This is an optimization exercise on Yosys and OpenROAD, whose aim is small area and a short achievable clock period, not a production implementation. At most, simulation tests tie the RTL to the original design; equivalence was not proved. No functional check of the RTL was part of run 1. Power figures rest on the tool's default switching activity, not on a simulated workload.

==> flow/design.v, too long to show whole: its modules and the start of the top module <==
// module dsconv_top: 1242 lines
module dsconv_top (
    input  wire        clk,
    input  wire        rst,
    input  wire        start,
    input  wire [47:0] input_pixels,         
    output wire [6:0]  input_pixel_addr,
    output wire [11:0] output_pixel,
    output wire [6:0]  output_pixel_addr,
    output wire [1:0]  output_filter,
    output wire        ready,
    output wire        done
);
  // ...
==> flow/flow/run.sh <==
#!/bin/bash
# The standard layout (the standard.sh: standard synthesis and the ORFS
# steps), with two changes to how it optimises, not to what it is given:
#  - repair_timing aims for 7.4 ns of setup slack at the 11 ns clock, so that
#    paths are sped up well below the clock period;
#  - the input and output port buffers are buf_2 cells, not the delay cells
#    buffer_ports would pick.
set -euo pipefail
bash standard.sh SETUP_SLACK_MARGIN=7.4 "BUFFER_PORTS_ARGS=-buffer_cell sky130_fd_sc_hd__buf_2" finish > standard.log 2>&1
==> flow/standard.sh <==
#!/bin/bash
# synth_recipe.tcl (not shown) runs the flow's synth.tcl, then flattens the netlist and writes it again
# the make line also repeats each setting of config.mk as NAME=value (left out here)
make -C /OpenROAD-flow-scripts/flow DESIGN_CONFIG=/design/flow/config.mk WORK_HOME=/design/flow/orfs CLKGATE_MAP_FILE= SYNTH_SCRIPT=/design/flow/synth_recipe.tcl "${@:-finish}"
==> flow/config.mk <==
export PLATFORM = sky130hd
export DESIGN_NAME = dsconv_top
export DESIGN_NICKNAME = dsconv_top
export VERILOG_FILES = /design/flow/design.v
export SDC_FILE = /design/flow/constraint.sdc
export NUM_CORES = 4
export LEC_CHECK = 0
export CAP_MARGIN = 20
export CORE_MARGIN = 2
export CORE_UTILIZATION = 65
export CTS_CLUSTER_DIAMETER = 70
export CTS_CLUSTER_SIZE = 24
export SLEW_MARGIN = 20
==> flow/constraint.sdc <==
create_clock -name core_clock -period 11.0 [get_ports {clk}]
set_input_delay 2.2000 -clock core_clock [delete_from_list [all_inputs] [get_ports {clk}]]
set_output_delay 2.2000 -clock core_clock [all_outputs]
set_load 0.01 [all_outputs]
==> results.json, run 1 <==
{
  "drt_wl_total_um": 103000,
  "regMostFlops": "dl",
  "ios": 81,
  "clockNetworkAreaShare": 0.0437,
  "p_sw_mw": 4.96,
  "dp_hpwl_um": 65800,
  "multi_input_area_share": 0.195,
  "largest_register_ffs": 1620,
  "criticalPathCategory": "flip-flop to output pin",
  "track_usage": 0.186,
  "grt_max_degree": 198,
  "crit_chain": "buf_2",
  "gp_congestion": 0.800,
  "postCtsSetupRepairBufs": 1,
  "grt_pass1_vias": 31900,
  "ys_ff_latch": 1956,
  "met1_usage": 0.278,
  "holdWs_ps": 403,
  "initial_utilization": 0.655,
  "rsz0062_at_grt": "false",
  "grt.met3_usage": 0.0254,
  "layout.nonclk_buf_frac": 0.00862,
  "synth_mux_area_frac": 0.00111,
  "powerClk_mw": 4.30,
  "drive_above_1_share": 0.0692,
  "synth_cells": 3958,
  "status": "finished clean"
}
==> run 2: changes to the inputs <==
--- a/flow/design.v
+++ b/flow/design.v
@@ -6,34 +6,39 @@
     input  wire [47:0] input_pixels,         
     output wire [6:0]  input_pixel_addr,
     output wire [11:0] output_pixel,
     output wire [6:0]  output_pixel_addr,
     output wire [1:0]  output_filter,
     output wire        ready,
     output wire        done
 );
-    reg  [8:0] cnt;
+    reg  [8:0] icnt;
+    reg  [6:0] ia;
     reg        hold;      
     reg        done_r;
     wire       take = start && !hold;
     always @(posedge clk) begin
         if (rst) begin
-            cnt  <= 9'd0;
+            icnt <= 9'd1;
+            ia   <= 7'd0;
             hold <= 1'b0;
         end else begin
-            if (take) cnt <= cnt + 9'd1;
+            if (take) begin
+                icnt <= icnt + 9'd1;
+                ia   <= icnt[6:0];
+            end
             if (hold) begin
                 if (done_r) hold <= 1'b0;
-            end else if (take && cnt == 9'd511) begin
+            end else if (take && icnt == 9'd0) begin
                 hold <= 1'b1;
             end
         end
     end
-    assign input_pixel_addr = cnt[6:0];
+    assign input_pixel_addr = ia;
     reg [47:0]          x0;
     reg [34*48-1:0]      dl;     
     reg                 v1;
     reg [4-1:0]           v1e;
     integer i;
     always @(posedge clk) begin
         x0  <= input_pixels;
         v1  <= take && !rst;
@@ -978,22 +983,22 @@
     end
     always @(posedge clk) begin
         for (c = 0; c < 4; c = c + 1) begin
             if (dsum[c][16] != dsum[c][15]) u3[c*12 +: 12] <= dsum[c][16] ? 12'h000 : 12'hfff;
             else                          u3[c*12 +: 12] <= {~dsum[c][15], dsum[c][14:4]};
         end
         v3 <= v2 && !rst;
     end
-    reg  [8:0] oc;
+    reg  [8:0] oa;
+    reg  [8:0] nx;
     reg  [3:0] fsel;
     reg  [1:0] nfb;
     reg        ready_r;
     reg        v4, v5, v6;
-    wire [8:0] oc_next = oc + 9'd1;
     wire pw_0 = ((fsel[1] & u3[1]) | (fsel[2] & ~u3[1]) | (fsel[3] & u3[0])) ^ ((fsel[2] & ~u3[0])) ^ ((fsel[0] & ~u3[13]));
     wire pw_1 = (((fsel[1] & u3[1]) | (fsel[2] & ~u3[1]) | (fsel[3] & u3[0])) & ((fsel[2] & ~u3[0]))) | (((fsel[1] & u3[1]) | (fsel[2] & ~u3[1]) | (fsel[3] & u3[0])) & ((fsel[0] & ~u3[13]))) | (((fsel[2] & ~u3[0])) & ((fsel[0] & ~u3[13])));
     wire pw_2 = ((fsel[0] & ~u3[0]) | (fsel[1] & u3[2]) | (fsel[2] & ~u3[2]) | (fsel[3] & u3[1])) ^ ((fsel[2] & ~u3[1])) ^ ((fsel[0] & ~u3[14]) | (fsel[1] & u3[12]) | (fsel[3] & ~u3[12]));
     wire pw_3 = (((fsel[0] & ~u3[0]) | (fsel[1] & u3[2]) | (fsel[2] & ~u3[2]) | (fsel[3] & u3[1])) & ((fsel[2] & ~u3[1]))) | (((fsel[0] & ~u3[0]) | (fsel[1] & u3[2]) | (fsel[2] & ~u3[2]) | (fsel[3] & u3[1])) & ((fsel[0] & ~u3[14]) | (fsel[1] & u3[12]) | (fsel[3] & ~u3[12]))) | (((fsel[2] & ~u3[1])) & ((fsel[0] & ~u3[14]) | (fsel[1] & u3[12]) | (fsel[3] & ~u3[12])));
     wire pw_4 = ((fsel[0] & u3[25]) | (fsel[1] & ~u3[25]) | (fsel[2] & u3[26]) | (fsel[3] & ~u3[26])) ^ ((fsel[2] & u3[25]));
     wire pw_5 = ((fsel[0] & u3[25]) | (fsel[1] & ~u3[25]) | (fsel[2] & u3[26]) | (fsel[3] & ~u3[26])) & ((fsel[2] & u3[25]));
     wire pw_6 = ((fsel[0] & ~u3[1]) | (fsel[1] & u3[3]) | (fsel[2] & ~u3[3]) | (fsel[3] & u3[2])) ^ ((fsel[2] & ~u3[2])) ^ ((fsel[0] & ~u3[15]) | (fsel[1] & u3[13]) | (fsel[3] & ~u3[13]));
     wire pw_7 = (((fsel[0] & ~u3[1]) | (fsel[1] & u3[3]) | (fsel[2] & ~u3[3]) | (fsel[3] & u3[2])) & ((fsel[2] & ~u3[2]))) | (((fsel[0] & ~u3[1]) | (fsel[1] & u3[3]) | (fsel[2] & ~u3[3]) | (fsel[3] & u3[2])) & ((fsel[0] & ~u3[15]) | (fsel[1] & u3[13]) | (fsel[3] & ~u3[13]))) | (((fsel[2] & ~u3[2])) & ((fsel[0] & ~u3[15]) | (fsel[1] & u3[13]) | (fsel[3] & ~u3[13])));
@@ -1215,34 +1220,36 @@
         bnc <= {bn_45, bn_43, bn_41, bn_39, bn_37, bn_35, bn_33, bn_31, bn_29, bn_27, bn_25, bn_23, bn_21, bn_20, 1'b0};
         v6  <= v5 && !rst;
     end
     wire [14:0] t7 = bns + bnc;
     reg  [11:0] out_r;
     always @(posedge clk) begin
         out_r <= t7[14:3];
         if (rst) begin
-            oc      <= 9'd511;
+            oa      <= 9'd511;
+            nx      <= 9'd0;
             fsel    <= 4'b1000;
             nfb     <= 2'b00;
             ready_r <= 1'b0;
             done_r  <= 1'b0;
         end else begin
             if (v6) begin
-                oc   <= oc_next;
-                fsel <= 4'b0001 << oc_next[8:7];
-                nfb  <= ~oc_next[8:7];
+                oa   <= nx;
+                nx   <= nx + 9'd1;
+                fsel <= 4'b0001 << nx[8:7];
+                nfb  <= ~nx[8:7];
             end
-            ready_r <= v6 && oc_next[6:4] >= 3'd2 && oc_next[3:0] >= 4'd2;
-            done_r  <= ready_r && oc == 9'd511;
+            ready_r <= v6 && nx[6:4] >= 3'd2 && nx[3:0] >= 4'd2;
+            done_r  <= ready_r && nx == 9'd0;
         end
     end
     assign output_pixel      = out_r;
-    assign output_pixel_addr = oc[6:0];
-    assign output_filter     = oc[8:7];
+    assign output_pixel_addr = oa[6:0];
+    assign output_filter     = oa[8:7];
     assign ready             = ready_r;
     assign done              = done_r;
 endmodule
 localparam integer PIX_W = 12;
 localparam integer ACC_W = 28;     
 localparam signed [ACC_W-1:0] PIXEL_MAX = (2 ** (12 - 1)) - 1;
 localparam signed [ACC_W-1:0] PIXEL_MIN = -PIXEL_MAX - 1;
 function automatic signed [8-1:0] dw_coeff(input integer c, input integer k);
==> flow/flow/run.sh (replaced) <==
#!/bin/bash
# The standard layout (the standard.sh: standard synthesis and the ORFS
# steps), with two changes to how it optimises, not to what it is given:
#  - repair_timing aims for 8.0 ns of setup slack at the 11 ns clock, so that
#    paths are sped up well below the clock period;
#  - the input and output port buffers are buf_2 cells, not the delay cells
#    buffer_ports would pick.
set -euo pipefail
bash standard.sh SETUP_SLACK_MARGIN=8.0 "BUFFER_PORTS_ARGS=-buffer_cell sky130_fd_sc_hd__buf_2" finish > standard.log 2>&1
==> flow/config.mk (replaced) <==
export PLATFORM = sky130hd
export DESIGN_NAME = dsconv_top
export DESIGN_NICKNAME = dsconv_top
export VERILOG_FILES = /design/flow/design.v
export SDC_FILE = /design/flow/constraint.sdc
export NUM_CORES = 4
export LEC_CHECK = 0
export CAP_MARGIN = 20
export CORE_MARGIN = 2
export CORE_UTILIZATION = 65
export CTS_CLUSTER_DIAMETER = 100
export CTS_CLUSTER_SIZE = 30
export SLEW_MARGIN = 20
==> run 2 against run 1 <==
Against the previous run:
- largest cell class unchanged
- sequential share of layout area decreased by 0.47 points
- setup slack better by 120 ps
- first-iteration DRC count is 15% higher
- final area grew 1.4%
- critical path depth is the same
- register-to-register slack better by 190 ps
- synthesized cell count fell by 0.48%
==> results.json, run 2 <==
{
  "setup-violations-final": 0,
  "dp_hpwl_um": 64900,
  "crit_required_ps": 8800,
  "final_area_mm2": 0.0805,
  "drt_wl_total_um": 106000,
  "vias": 30300,
  "vias_per_cell": 5.26,
  "crit_chain": "buf_6",
  "fin_nets": 4883,
  "max_stage_delay_ps": 400,
  "power.total_mw": 17.0,
  "cts-root-buf": "clkbuf_16",
  "critPathArrivalTime_ps": 1190,
  "antenna_found_initial": 1,
  "synth_cells": 3939,
  "syn_nets": 4626,
  "dpl.cell_count": 5497,
  "critical-path-top-delay-family": "flip-flops",
  "max_freq_mhz": 295,
  "rsz0062_at_grt": "true",
  "whs_endpoint": "dl[644]",
  "worst-path-buf-inv": 1,
  "rr_endpoint": "dws[0][11]",
  "whs_path_depth": 0,
  "cts_tree": "built",
  "gp_congestion": 0.784,
  "worst-r2r-cell-count": 9,
  "hold_violations": 0,
  "synth_area_leaders": "edfxtp_1 66%, fa_1 13%, dfxtp_1 9.6%, inv_1 3.2%, ha_1 3.0%",
  "dpl_worst_slack_ps": 7120,
  "ant_nets": 0,
  "criticalPathCategory": "flip-flop to output pin",
  "largest_register_ffs": 1620,
  "worstMarginPinSlew_ps": 1050,
  "status": "finished clean",
  "regMostFlops": "dl",
  "netlist.top_cell.by_area": "edfxtp_1",
  "die_w_um": 341,
  "grt_max_degree": 214,
  "critPathCaptureType": "output pin",
  "cts_sinks": 1972,
  "dieHeight_um": 341,
  "initial_utilization": 0.656,
  "r2r_slack_ps": 7760,
  "p_leak_nw": 30.0,
  "coreArea_mm2": 0.112,
  "syn-cell-area_mm2": 0.0738,
  "largest_registers": "dl x1620, dwc x62, dws x62",
  "rows": 123,
  "finalSetupTns_ps": 0,
  "crit_slowest_cell": "dfxtp_4",
  "maxSlewHeadroom": 0.299,
  "synth_common_cells": "1620 x edfxtp_1, 636 x inv_1, 462 x fa_1",
  "final_cells": 5757,
  "area_delta_synth_final_pct": 9.12,
  "ys_ff_latch": 1972,
  "clk_pin_slew_ps": 110,
  "synthFlopType": "edfxtp_1",
  "antenna_cells": 0,
  "grt_first_pass_wirelength_um": 172000,
  "fillers": 6885,
  "min_path_type": "flip-flop to flip-flop",
  "numCtsBuffers": 75,
  "port_buffers": 80,
  "slew_viol_final": 0,
  "synth_top_area_share": 0.660,
  "fin_crit_sh": 0.308,
  "layout_common_cells": "1620 x edfxtp_1, 553 x inv_1, 378 x fa_1",
  "path_max_fanout": 2,
  "synth_edf_count": 1620,
  "track_usage": 0.188,
  "peakVddDrop_mv": 0.166,
  "drtIter0Drc": 2164,
  "pwr_density_cell_mw_per_mm2": 211,
  "worst_slack_ps": 7610,
  "layout_commonest_cell": "edfxtp_1",
  "regArea_mm2": 0.0558,
  "fin_crit_ps": 3390,
  "worstReg2RegStart": "dl[11]",
  "multi_input_area_mm2": 0.0161,
  "post_drt_wl_per_cell_um": 18.5,
  "grt_pass1_vias": 31900,
  "maxCapViolations": 0,
  "placed_area_mm2": 0.0761,
  "worstSetupStartpointType": "flip-flop",
  "first_pass_iters": 8,
  "ios": 81,
  "ctsLongestPathBuffers": 3,
  "skew_ps": 26.6,
  "ys_seq_area_frac": 0.755,
  "drive_above_1_share": 0.142,
  "drc": 0,
  "ys_warn_count": 4,
  "overflow": 0,
  "synth.distinct_cells": 74,
  "yosysMostFrequentCell": "edfxtp_1",
  "async_flop_share": 0,
  "hold_start": "dl[596]",
  "die-area_mm2": 0.116,
  "holdWs_ps": 406,
  "fin_util": 0.715,
  "htreeDepth": 3,
  "clk-insertion-delay-late_ps": 680,
  "avgSynthCellArea_um2": 18.7
}
-- run 2: cells by family (layout without fill, tap and decap cells) --
family,count (synthesis),count (layout),synth area share
buffers and inverters,676,994,0.0346
and+or+nand+nor,335,335,0.0228
muxes,9,9,0.00131
DFF,1972,1972,0.755
AOI/OAI and AO/OA,244,244,0.0234
xor gates and xnor gates,66,66,0.00784
adders and majority gates,636,636,0.155
other,1,1,0.0000508
-- run 2: routing by layer --
metal | routed length (um) | GRT usage
met1 | 49600 | 0.287
met2 | 51000 | 0.297
met3 | 3310 | 0.0262
met4 | 2360 | 0.0436
met5 | 0 | 0
-- run 2: worst reg2reg max path: cells and delay by family (launching register included) --
kind                       cells  cell delay, ps
buffers and inverters          4             240
adders and majority gates      5            2550
DFF                            1             420
-- run 2: worst max path at each step --
stage | cells after the start | slack (ps) | startpoint | end
6_report | 1 | 7610 | done_r | done
4_1_cts | 1 | 7540 | done_r | done
5_1_grt | 1 | 7550 | done_r | done
3_5_place_dp | 3 | 7120 | v1 | dl[993]
2_1_floorplan | 0 | -850 | v1 | dl[0]
3_3_place_gp | 8 | 6740 | fsel[0] | pws[10]
-- run 2: cell type report --
class | count | area share
Inverter | 639 | 0.0301
Timing Repair inverter | 2 | 0.000249
Tap cell | 1500 | 0.0233
Clock inverter | 3 | 0.000249
Multi-Input combinational cell | 1291 | 0.201
Timing Repair Buffer | 215 | 0.0255
Sequential cell | 1972 | 0.693
Clock buffer | 135 | 0.0272
-- run 2: repair_timing --
action | 4_1_cts | 5_1_grt
pin swaps | 193 | 91
setup endpoints to repair | 1093 | 469
resized for setup | 261 | 86
hold buffers | 0 | 0
gates cloned | 8 | 2
buffers inserted | 81 | 30
-- run 2: where the power goes --
group          internal (mW)  switching, mW  leakage (nW)
clock                   1.38           2.04          1.05
combinational           1.84           2.39          10.8
sequential              8.90          0.440          18.1
total                   12.1           4.87          30.0
==> run 3: changes to the inputs <==
==> flow/flow/run.sh (replaced) <==
#!/bin/bash
# The standard layout (the standard.sh: standard synthesis and the ORFS
# steps), with two changes to how it optimises, not to what it is given:
#  - repair_timing aims for 7.7 ns of setup slack at the 11 ns clock, so that
#    paths are sped up well below the clock period;
#  - the input and output port buffers are buf_2 cells, not the delay cells
#    buffer_ports would pick.
set -euo pipefail
bash standard.sh SETUP_SLACK_MARGIN=7.7 "BUFFER_PORTS_ARGS=-buffer_cell sky130_fd_sc_hd__buf_2" finish > standard.log 2>&1
==> run 3 against run 2 <==
Against the previous run:
- via count decreased by 1.7%
- largest power group unchanged
- global-route usage shrank 0.56 points
- synthesized cell count did not move
- setup slack worse by 3.3 ps
- combinational power down 5.2%
- highest routed layer unchanged
==> results.json, run 3 <==
{
  "setup-violations-final": 0,
  "criticalPathCategory": "flip-flop to output pin",
  "status": "finished clean",
  "regMostFlops": "dl",
  "fillers": 7058,
  "dp_hpwl_um": 64900,
  "max_stage_delay_ps": 410,
  "async_flop_share": 0,
  "finalSetupTns_ps": 0,
  "numCtsBuffers": 75,
  "vias": 29800,
  "dpl_worst_slack_ps": 7120,
  "cts-root-buf": "clkbuf_16",
  "vias_per_cell": 5.25,
  "ys_ff_latch": 1972,
  "initial_utilization": 0.656,
  "crit_slowest_cell": "dfxtp_4",
  "grt_pass1_vias": 31200,
  "synthFlopType": "edfxtp_1",
  "path_depth": 1,
  "ant_nets": 0,
  "fin_crit_ps": 3390,
  "dieHeight_um": 341,
  "worst-r2r-cell-count": 10,
  "pwr_density_cell_mw_per_mm2": 212,
  "drt_wl_total_um": 103000,
  "fin_crit_sh": 0.308,
  "critPathCaptureType": "output pin",
  "skew_ps": 29.3,
  "ys_warn_count": 4,
  "port_buffers": 80,
  "clk-insertion-delay-late_ps": 690,
  "grt_first_pass_wirelength_um": 167000,
  "drtIter0Drc": 2134,
  "synth_cells": 3939,
  "layout_commonest_cell": "edfxtp_1",
  "coreArea_mm2": 0.112,
  "yosysMostFrequentCell": "edfxtp_1",
  "ys_seq_area_frac": 0.755,
  "maxSlewHeadroom": 0.263,
  "largest_register_ffs": 1620,
  "syn-cell-area_mm2": 0.0738,
  "post_drt_wl_per_cell_um": 18.1,
  "cts_sinks": 1972,
  "worstSetupStartpointType": "flip-flop",
  "crit_chain": "buf_6",
  "synth_area_leaders": "edfxtp_1 66%, fa_1 13%, dfxtp_1 9.6%, inv_1 3.2%, ha_1 3.0%",
  "area_delta_synth_final_pct": 7.10,
  "cts_tree": "built",
  "final_cells": 5673,
  "crit_required_ps": 8800,
  "cp-startpoint": "done_r",
  "track_usage": 0.183,
  "worstMarginPinSlew_ps": 1100,
  "avgSynthCellArea_um2": 18.7,
  "htreeDepth": 3,
  "drive_above_1_share": 0.0738,
  "hold_violations": 0,
  "min_path_type": "flip-flop to flip-flop",
  "die_w_um": 341,
  "first_pass_iters": 5,
  "worst-path-buf-inv": 1,
  "p_leak_nw": 29.6,
  "syn_nets": 4626,
  "rows": 123,
  "synth_edf_count": 1620,
  "hold_start": "dl[596]",
  "synth.distinct_cells": 74,
  "dpl.cell_count": 5497,
  "critPathArrivalTime_ps": 1190,
  "synth_common_cells": "1620 x edfxtp_1, 636 x inv_1, 462 x fa_1",
  "largest_registers": "dl x1620, dwc x62, dws x62",
  "cts_hold_buf": 0,
  "max_freq_mhz": 295,
  "slew_viol_final": 0,
  "die-area_mm2": 0.116,
  "maxCapViolations": 0,
  "ios": 81,
  "ctsLongestPathBuffers": 3,
  "netlist.top_cell.by_area": "edfxtp_1",
  "worst_slack_ps": 7610,
  "peakVddDrop_mv": 0.166,
  "path_max_fanout": 2,
  "worstReg2RegStart": "dl[1546]",
  "layout_common_cells": "1620 x edfxtp_1, 629 x inv_1, 460 x fa_1",
  "grt_max_degree": 214,
  "gp_congestion": 0.784,
  "critical-path-top-delay-family": "flip-flops",
  "clk_pin_slew_ps": 110,
  "overflow": 0,
  "whs_path_depth": 0,
  "fin_nets": 4798,
  "drc": 0,
  "synth_top_area_share": 0.660,
  "antenna_found_initial": 1,
  "rsz0062_at_grt": "true"
}
[run 3: cell type report]
class / count / area (um^2) / area share
Multi-Input combinational cell: 1291 / 15500 / 0.197
Timing Repair inverter: 2 / 17.5 / 0.000222
Sequential cell: 1972 / 55800 / 0.706
Antenna cell: 1 / 2.50 / 0.0000317
Inverter: 639 / 2420 / 0.0307
Tap cell: 1500 / 1880 / 0.0238
Clock buffer: 135 / 2190 / 0.0277
Timing Repair Buffer: 130 / 1160 / 0.0147
Clock inverter: 3 / 20.0 / 0.000253
[run 3: stage by stage]
step           hold slack [ps]   util  power, mW  area [um^2]
2_1_floorplan              386      -       12.4        73800
3_3_place_gp               392  0.676       13.4        76100
3_5_place_dp               392  0.676       13.5        76100
4_1_cts                    399  0.699       17.0        78700
5_1_grt                    415  0.702       17.9        79000
6_report                   406  0.702       16.7        79000
[run 3: kinds of logic (layout without fill, tap and decap cells)]
family,Yosys count,in the layout,share of synthesized area
DFF,1972,1972,0.755
muxes,9,9,0.00131
AOI/OAI and AO/OA,244,244,0.0234
buffers and inverters,676,909,0.0346
xor gates and xnor gates,66,66,0.00784
adders and majority gates,636,636,0.155
other,1,2,0.0000508
and+or+nand+nor,335,335,0.0228
[run 3: worst paths after layout]
| path | endpoint | slack [ps] |
|---|---|---|
| hold reg to reg | dl[644] | 410 |
| setup / recovery | done | 7610 |
| setup reg to reg | dws[0][11] | 7770 |
| hold / removal | dl[644] | 410 |
[run 3: what timing repair did]
| item | CTS | global route |
|---|---|---|
| pin swaps | 5 | 32 |
| cloned | 1 | 3 |
| setup buffers | 10 | 22 |
| endpoints found under the hold margin | 0 | 0 |
| endpoints found under the setup margin | 138 | 149 |
| resized for setup | 77 | 25 |
[run 3: per-layer routing]
| metal | GRT usage | wire length (um) |
|---|---|---|
| met1 | 0.281 | 48100 |
| met3 | 0.0242 | 3340 |
| met5 | 0 | 0 |
| met2 | 0.287 | 48900 |
| met4 | 0.0418 | 2130 |
[run 3: where the power goes]
group	switching [mW]	internal, mW	total, mW
Clock	2.03	1.38	3.41
Combinational	2.30	1.70	4.01
Sequential	0.415	8.90	9.31
==> run 4: changes to the inputs <==
==> flow/flow/run.sh (replaced) <==
#!/bin/bash
# The standard layout (the standard.sh: standard synthesis and the ORFS
# steps), with two changes to how it optimises, not to what it is given:
#  - repair_timing aims for 7.4 ns of setup slack at the 11 ns clock, so that
#    paths are sped up well below the clock period;
#  - the input and output port buffers are buf_2 cells, not the delay cells
#    buffer_ports would pick.
set -euo pipefail
bash standard.sh SETUP_SLACK_MARGIN=7.4 "BUFFER_PORTS_ARGS=-buffer_cell sky130_fd_sc_hd__buf_2" finish > standard.log 2>&1
==> run 4 against run 3 <==
Against the previous run:
- synthesized cell count unchanged
- register-to-register slack got worse by 250 ps
- still clean on timing, DRC and antenna
- count of clock-buffer cells in the layout unchanged
- non-clock buffer count fell by 33
- highest routed layer unchanged
- setup slack worse by 86 ps
- largest power group unchanged
- area after synthesis stayed put
==> results.json, run 4 <==
{
  "dp_hpwl_um": 64900,
  "holdWs_ps": 404,
  "critPathCaptureType": "flip-flop",
  "initial_utilization": 0.656,
  "regMostFlops": "dl",
  "worstSetupStartpointType": "flip-flop",
  "gp_congestion": 0.784,
  "slew_viol_final": 0,
  "final_cells": 5638,
  "vias": 29600,
  "async_flop_share": 0,
  "ant_nets": 0,
  "synth.distinct_cells": 74,
  "grt_first_pass_wirelength_um": 166000,
  "antenna_found_initial": 1,
  "maxSlewHeadroom": 0.287,
  "die_w_um": 341,
  "worst_slack_ps": 7520,
  "regArea_mm2": 0.0557,
  "p_sw_mw": 4.73,
  "netlist.top_cell.by_area": "edfxtp_1",
  "layout_common_cells": "1620 x edfxtp_1, 636 x inv_1, 462 x fa_1",
  "synth_top_area_share": 0.660,
  "rows": 123,
  "avgSynthCellArea_um2": 18.7,
  "critPathArrivalTime_ps": 4030,
  "max_freq_mhz": 287,
  "power.total_mw": 16.7,
  "power_frac_comb": 0.238,
  "grt_max_degree": 214,
  "ctsLongestPathBuffers": 3,
  "worstMarginPinSlew_ps": 1070,
  "min_path_type": "flip-flop to flip-flop",
  "synth_cells": 3939,
  "port_buffers": 80,
  "cts_sinks": 1972,
  "area_delta_synth_final_pct": 6.25,
  "cts_hold_buf": 0,
  "p_leak_nw": 29.4,
  "ys_ff_latch": 1972,
  "fin_util": 0.697,
  "dpl_worst_slack_ps": 7120,
  "yosysMostFrequentCell": "edfxtp_1",
  "drt_wl_total_um": 101000,
  "status": "finished clean",
  "largest_register_ffs": 1620,
  "fin_crit_sh": 0.316,
  "crit_required_ps": 11550,
  "ys_seq_area_frac": 0.755,
  "multi_input_area_mm2": 0.0155,
  "synth_area_leaders": "edfxtp_1 66%, fa_1 13%, dfxtp_1 9.6%, inv_1 3.2%, ha_1 3.0%",
  "clock_power_share": 0.204,
  "drive_above_1_share": 0.0546,
  "coreArea_mm2": 0.112,
  "r2r_slack_ps": 7520,
  "largest_registers": "dl x1620, dwc x62, dws x62",
  "placed_area_mm2": 0.0761,
  "cts_tree": "built",
  "maxCapViolations": 0,
  "drc": 0,
  "path_max_fanout": 30,
  "fin_nets": 4763,
  "clk_pin_slew_ps": 110,
  "finalSetupTns_ps": 0,
  "synthFlopType": "edfxtp_1",
  "skew_ps": 26.6,
  "clk-insertion-delay-late_ps": 680,
  "syn_nets": 4626,
  "post_drt_wl_per_cell_um": 17.9,
  "seqPwrFrac": 0.558,
  "synth_edf_count": 1620,
  "overflow": 0,
  "numCtsBuffers": 75,
  "internal_power_mw": 11.9,
  "first_pass_iters": 5,
  "setup-violations-final": 0,
  "pwr_density_cell_mw_per_mm2": 213,
  "swShare": 0.284,
  "syn-cell-area_mm2": 0.0738,
  "fin_crit_ps": 3480,
  "synth_common_cells": "1620 x edfxtp_1, 636 x inv_1, 462 x fa_1",
  "htreeDepth": 3,
  "ios": 81,
  "track_usage": 0.182,
  "dpl.cell_count": 5497,
  "vias_per_cell": 5.25,
  "ys_warn_count": 4,
  "drtIter0Drc": 2148,
  "fillers": 7108,
  "grt_pass1_vias": 31000,
  "peakVddDrop_mv": 0.165,
  "die-area_mm2": 0.116,
  "criticalPathCategory": "flip-flop to flip-flop",
  "cts-root-buf": "clkbuf_16",
  "layout_commonest_cell": "edfxtp_1",
  "final_area_mm2": 0.0784,
  "rsz0062_at_grt": "false",
  "dieHeight_um": 341,
  "hold_violations": 0
}
==> run 4: cell counts after synthesis <==
No cell type changed its count.
==> run 4: final cells by class <==
class | count | share of cell area
Timing Repair Buffer | 97 | 0.00821
Clock inverter | 3 | 0.000255
Inverter | 639 | 0.0308
Multi-Input combinational cell | 1291 | 0.198
Sequential cell | 1972 | 0.711
Antenna cell | 1 | 0.0000319
Tap cell | 1500 | 0.0239
Clock buffer | 135 | 0.0279
==> run 4: what timing repair did <==
action	4_1_cts	5_1_grt
setup endpoints to repair	101	99
resized for setup	5	3
buffers inserted	0	1
==> run 4: final timing paths <==
| path | start | to | cells after the start |
|---|---|---|---|
| max | fsel[3] | pws[3] | 10 |
| min | dl[596] | dl[644] | 0 |
| max reg2reg | fsel[3] | pws[3] | 10 |
| min reg2reg | dl[596] | dl[644] | 0 |
==> run 4: per-layer routing <==
metal,global-route usage,vias up,routed length (um)
met5,0,-,0
met4,0.0427,0,2230
met3,0.0243,118,3080
met2,0.284,402,48200
met1,0.280,15300,47700
li1,-,13800,-
==> run 4: power groups by stage <==
stage          Combinational (mW)  Sequential, mW  Clock, mW
2_1_floorplan                2.93            9.52          0
3_3_place_gp                 3.90            9.48          0
3_5_place_dp                 4.06            9.48          0
4_1_cts                      4.08            9.33       3.56
5_1_grt                      4.68            9.38       3.80
6_report                     3.97            9.30       3.40
==> run 4: cells by family (layout without fill, tap and decap cells) <==
kind of cell / count (synthesis) / after routing / synth area share
xor gates and xnor gates: 66 / 66 / 0.00784
muxes: 9 / 9 / 0.00131
adders and majority gates: 636 / 636 / 0.155
and+or+nand+nor: 335 / 335 / 0.0228
AOI/OAI and AO/OA: 244 / 244 / 0.0234
DFF: 1972 / 1972 / 0.755
other: 1 / 2 / 0.0000508
buffers and inverters: 676 / 874 / 0.0346
==> run 4: critical path: stages (launching register included) <==
cell	delay (ps)
dfxtp_1	320
buf_4	240
inv_6	250
o22ai_1	130
a211o_1	270
fa_1	500
fa_1	550
inv_1	60
fa_1	510
inv_1	60
fa_1	450

==> separate check: timing with driven ports <==
How much do the figures lean on ideal ports? The routed layouts below were timed once more, with nothing changed but the port constraints.
Step 1 (the two cells are an assumption about what drives the block):
set clk [get_ports {clk}]
set_driving_cell -lib_cell sky130_fd_sc_hd__clkbuf_16 $clk
set_driving_cell -lib_cell sky130_fd_sc_hd__buf_2 [delete_from_list [all_inputs] $clk]
Step 2 also shifts input and output timing later by t, the mid clock arrival at the registers, as if the neighbouring blocks saw the same clock.
Three values: ideal, step 1, step 2; two values: the first two.
run | shift t [ns] | setup WS [ns] | worst setup path after step 2 | slew at the worst register clock pin (ns)
run 1 | 0.768 | 7.488 / 7.416 / 7.358 | input to register | 0.10 / 0.10
run 2 | 0.734 | 7.610 / 7.543 / 7.394 | input to register | 0.12 / 0.12
run 3 | 0.738 | 7.607 / 7.540 / 7.180 | input to register | 0.11 / 0.11
run 4 | 0.734 | 7.521 / 7.472 / 7.164 | input to register | 0.11 / 0.11
After both steps setup and hold are still met in every run listed. The setup slack of run 3, which loses most, moves by -0.067 ns with the drivers and by -0.427 ns with both steps.
